From an optimization exercise on the open Yosys and OpenROAD flow, aimed at small area; shortcuts taken in it are not production practice. Only simulation tests tie the RTL to the original design; equivalence was not proved. No activity file was given, so power comes from the tool's default toggle rates.

== main ==
// treasury_nonce_dispatcher
module treasury_nonce_dispatcher #(
    parameter int LANES   = 27,
    parameter int NONCE_W = treasury_pkg::NONCE_W_DEFAULT,
    parameter int CNT_W   = 48
) (
    input  logic                     clk,
    input  logic                     rst,
    input  logic                     job_valid,
    output logic                     job_ready,
    input  logic [NONCE_W-1:0]       job_base,
    input  logic [NONCE_W-1:0]       job_limit,
    input  logic                     abort,
    output logic [LANES-1:0]         lane_start,
    output logic [LANES*NONCE_W-1:0] lane_nonce,
    input  logic [LANES-1:0]         lane_done,
    input  logic [LANES-1:0]         lane_hit,
    output logic                     result_valid,
    input  logic                     result_ready,
    output logic                     result_found,
    output logic                     result_exhausted,
    output logic [NONCE_W-1:0]       result_nonce,
    output logic [CNT_W-1:0]         hash_count
);
Size: ~6400 cells after synthesis, about 59000 µm² of cells after synthesis.
clock: 10.0 ns
lec_check: 0
cap_margin: 20
core_margin: 2
core_utilization: 45
place_density: 0.6
slew_margin: 20
synth_hierarchical: 1
synth_minimum_keep_size: 0
standard.sh (not shown) runs the stock make flow with config.mk's settings and CLKGATE_MAP_FILE= SYNTH_SCRIPT=/design/flow/synth_recipe.tcl, a recipe that flattens the netlist after the stock synthesis.
==> flow/flow/run.sh <==
#!/bin/bash
# The standard layout (standard.sh: the ORFS flow with the standard synthesis), with two
# changes passed to ORFS's make:
#  - the port buffers that global placement adds are the smallest buffer cell (buf_1) instead
#    of the one buffer_ports picks on its own; every port still gets its buffer;
#  - clock tree synthesis clusters up to 22 sinks within 85 um per leaf buffer and inserts no
#    dummy loads.
set -euo pipefail
bash standard.sh \
  'BUFFER_PORTS_ARGS=-buffer_cell sky130_fd_sc_hd__buf_1' \
  'CTS_ARGS=-sink_clustering_enable -repair_clock_nets -dont_use_dummy_load -sink_clustering_size 22 -sink_clustering_max_diameter 85' \
  finish > standard.log 2>&1
## Diff of input files: the feature branch against main
--- a/flow/design.v
+++ b/flow/design.v
@@ -145,26 +145,24 @@
     input  logic [LANES-1:0]         lane_done,
     input  logic [LANES-1:0]         lane_hit,
     output logic                     result_valid,
     input  logic                     result_ready,
     output logic                     result_found,
     output logic                     result_exhausted,
     output logic [NONCE_W-1:0]       result_nonce,
     output logic [CNT_W-1:0]         hash_count
 );
     localparam int IDX_W = 5;
     localparam int LO    = 5;                   
     localparam int HI    = NONCE_W - LO;        
-    localparam int BLK   = 14;                  
-    localparam int NBLK  = (HI + BLK - 1) / BLK;
     localparam logic [LO-1:0] STEP = LO'(LANES);
     treasury_pkg::state_t state, state_nx;
     logic                 idle, run, done;
     logic                 accept;
     logic                 run_en;
     logic                 hit_any;
     logic                 exhaust_now;
     logic                 empty;
     logic [LANES-1:0]     start, busy, pending, accepted, hits, sel;
     logic [NONCE_W-1:0]   nonce [LANES];
     logic [NONCE_W-1:0]   base_ld;        
     logic [NONCE_W-1:0]   lim_step_n_q;   
@@ -193,49 +191,45 @@
     assign base_ld = job_base & {NONCE_W{accept}};
     for (genvar i = 0; i < LANES; i++) begin : g_lane
         localparam logic [LO-1:0] OFS = LO'(i);
         logic [NONCE_W-1:0] n;
         logic               pend;
         logic               bsy;
         logic               inc;
         logic               keep;
         logic [NONCE_W-1:0] m;
         logic [LO-1:0]      k;
         logic [LO:0]        c;
         logic [NONCE_W-1:0] d;
-        logic [NBLK:0]      bc;
+        logic [HI:0]        ch;
+        logic               c_step, c_load;
         logic [NONCE_W/2:0] gt;
         logic               next_ok;
         assign accepted[i] = lane_done[i] && bsy;
         assign hits[i]     = accepted[i] && lane_hit[i];
         assign inc         = accepted[i] && !lane_hit[i] && run;
         assign keep        = !accept && !(found_q && !sel[i]);
         assign m           = (n & {NONCE_W{keep}}) | base_ld;
         assign c[0] = 1'b0;
         for (genvar j = 0; j < LO; j++) begin : g_lo
             assign k[j]   = (OFS[j] && accept) || (STEP[j] && inc);
             assign d[j]   = m[j] ^ k[j] ^ c[j];
             assign c[j+1] = (m[j] & k[j]) | (m[j] & c[j]) | (k[j] & c[j]);
         end
-        assign bc[0] = c[LO];
-        for (genvar b = 0; b < NBLK; b++) begin : g_blk
-            localparam int J0 = LO + b * BLK;
-            localparam int J1 = (J0 + BLK < NONCE_W) ? J0 + BLK : NONCE_W;
-            logic [J1-J0:0] rc;
-            assign rc[0] = bc[b];
-            for (genvar j = J0; j < J1; j++) begin : g_bit
-                assign d[j]        = m[j] ^ rc[j-J0];
-                assign rc[j-J0+1]  = m[j] & rc[j-J0];
-            end
-            assign bc[b+1] = bc[b] & (&m[J1-1:J0]);
+        assign c_step = n[LO-1:0] >= LO'(32 - LANES);
+        assign c_load = (i != 0) && (job_base[LO-1:0] >= LO'(32 - i));
+        assign ch[0]  = (inc && c_step) || (accept && c_load);
+        for (genvar j = 0; j < HI; j++) begin : g_hi
+            assign d[LO+j]  = m[LO+j] ^ ch[j];
+            assign ch[j+1]  = m[LO+j] & ch[j];
         end
         assign gt[0] = 1'b0;
         treasury_cmp2_first u_cmp0 (.a(n[1:0]), .b(lim_step_n_q[1:0]), .y(gt[1]));
         for (genvar j = 1; j < NONCE_W / 2; j++) begin : g_cmp
             treasury_cmp2 u_cmp (.a(n[2*j +: 2]), .b(lim_step_n_q[2*j +: 2]), .c(gt[j]), .y(gt[j+1]));
         end
         assign next_ok = !gt[NONCE_W/2] && !lim_small_q;
         assign start[i]   = run_en && !bsy && pend;
         assign busy[i]    = bsy;
         assign pending[i] = pend;
         assign nonce[i]   = n;
         assign lane_nonce[i*NONCE_W +: NONCE_W] = n;
Results
- When the feature branch is measured against main, its post-synthesis cell type count turns out 2.5% lower.
- [compare] base=main new=the feature branch: count of mapped cells out of synthesis fell by 47; pin count of the biggest net entering global routing increased by 17 relative to the old numbers; worst hold slack roughly the same.
- Comparing main and the feature branch, the higher final wirelength is on main.
- Looking at portion of the layout cell area used by non-clock buffers across main and the feature branch, the one that comes out lower is main.
- Total via count after detailed routing: main and the feature branch compared, higher one is main
- Cells: the feature branch has fewer instances than main
- Cell area shrinks slightly when moving from main to the feature branch.

========
## run A
treasury_nonce_dispatcher, a different RTL version from the one above (not shown whole).
Size: roughly 6300 cells after synthesis, roughly 1100 I/O pins.
clock: 10.0 ns
lec_check: 0
cap_margin: 20
core_margin: 2
core_utilization: 50
place_density: 0.62
slew_margin: 20
synth_hierarchical: 1
synth_minimum_keep_size: 0
Scripts as last shown in full above: flow/flow/run.sh
Here is what was changed in the inputs of run B compared with run A.
-- flow/design.v --
<<< run A, line 156
    localparam int HI    = NONCE_W - LO;        
    localparam logic [LO-1:0] STEP = LO'(LANES);
    localparam int CW    = NONCE_W + 1;
    treasury_pkg::state_t state, state_nx;
    logic                 idle, run, done;
>>> run B, line 156
    localparam int HI    = NONCE_W - LO;        
    localparam logic [LO-1:0] STEP = LO'(LANES);
    treasury_pkg::state_t state, state_nx;
    logic                 idle, run, done;
<<< run A, line 178
    logic [IDX_W-1:0]     idx_q;
    logic [IDX_W-1:0]     hit_idx;
    logic [CW-1:0]        count_n_q;      
    logic [CW-1:0]        count;
    logic [CW-1:0]        count_nx;
    logic [IDX_W-1:0]     pc;
    logic [LO:0]          cc;
    logic [CW-LO:0]       cp;
    logic [NONCE_W-1:0]   ror [LANES+1];
    assign idle    = state == treasury_pkg::IDLE;
>>> run B, line 177
    logic [IDX_W-1:0]     idx_q;
    logic [IDX_W-1:0]     hit_idx;
    logic [CNT_W-1:0]     count_n_q;      
    logic [CNT_W-1:0]     count;
    logic [CNT_W-1:0]     count_nx;
    logic [IDX_W-1:0]     pc;
    logic [LO:0]          cc;
    logic [CNT_W-LO:0]    cp;
    logic [NONCE_W-1:0]   ror [LANES+1];
    assign idle    = state == treasury_pkg::IDLE;
<<< run A, line 308
    end
    assign cp[0] = 1'b1;
    for (genvar j = LO; j < CW; j++) begin : g_chi
        assign count_nx[j] = count[j] ^ (cc[LO] & cp[j-LO]);
        assign cp[j-LO+1]  = cp[j-LO] & count[j];
>>> run B, line 307
    end
    assign cp[0] = 1'b1;
    for (genvar j = LO; j < CNT_W; j++) begin : g_chi
        assign count_nx[j] = count[j] ^ (cc[LO] & cp[j-LO]);
        assign cp[j-LO+1]  = cp[j-LO] & count[j];
<<< run A, line 326
    assign result_exhausted = exhausted_q;
    assign result_nonce     = ror[LANES] & {NONCE_W{found_q}};
    assign hash_count       = {{(CNT_W-CW){1'b0}}, ~(count_n_q | {CW{rst}})};
endmodule
>>> run B, line 325
    assign result_exhausted = exhausted_q;
    assign result_nonce     = ror[LANES] & {NONCE_W{found_q}};
    assign hash_count       = ~(count_n_q | {CNT_W{rst}});
endmodule
Lower worst-case setup slack after placement goes to run B over run A.
Relative to run A, the hold slack of run B is higher by 0.0080 ns.
Run B has non-clock buffer area fraction after layout above what run A had.
Comparing run A and run B, the lower minimum setup slack in the final design is on run A.
When the final numbers for run A and run B were put side by side, the total power turned out to be greater in run B.
Run B falls short of run A in net switching power figure.
Synthesized area per cell across run A and run B: no real change.
Run B does worse than run A on synthesized area.
Relative to run A, layout filler cell count increased by 0.36% in run B.
Run B: post-route non-filler standard cell count is about 1.2% higher than what run A reported.

==> re-timing with driven ports <==
In the flow no input, the clock included, has a driving cell. The finished layouts below were timed again as built, in two steps. Step 1 (the two cells are an assumption about what drives the block):
set clk [get_ports {clk}]
set_driving_cell -lib_cell sky130_fd_sc_hd__clkbuf_16 $clk
set_driving_cell -lib_cell sky130_fd_sc_hd__buf_2 [delete_from_list [all_inputs] $clk]
Step 2, shift: input delay + t, output delay - t, t = (earliest + latest rising clock arrival at the registers) / 2. This alone moves slack from input paths to output paths. a / b / c = ideal ports / drivers / drivers and shift; a / b = the first two.
| run | shift t [ns] | setup slack, ns | hold WS [ns] |
|---|---|---|---|
| main | 0.769 | 0.968 / 1.011 / 0.242 | 0.502 / 0.502 / 0.502 |
| the feature branch | 0.776 | 0.873 / 0.934 / 0.158 | 0.499 / 0.499 / 0.499 |
| run A | 0.786 | 0.623 / 0.623 / 0.341 | 0.497 / 0.497 / 0.497 |
| run B | 0.786 | 0.943 / 0.943 / 0.249 | 0.505 / 0.505 / 0.505 |
After both steps setup and hold are still met in every run listed. For main, which loses most, drivers alone change the setup slack by +0.043 ns; drivers and shift together by -0.726 ns.
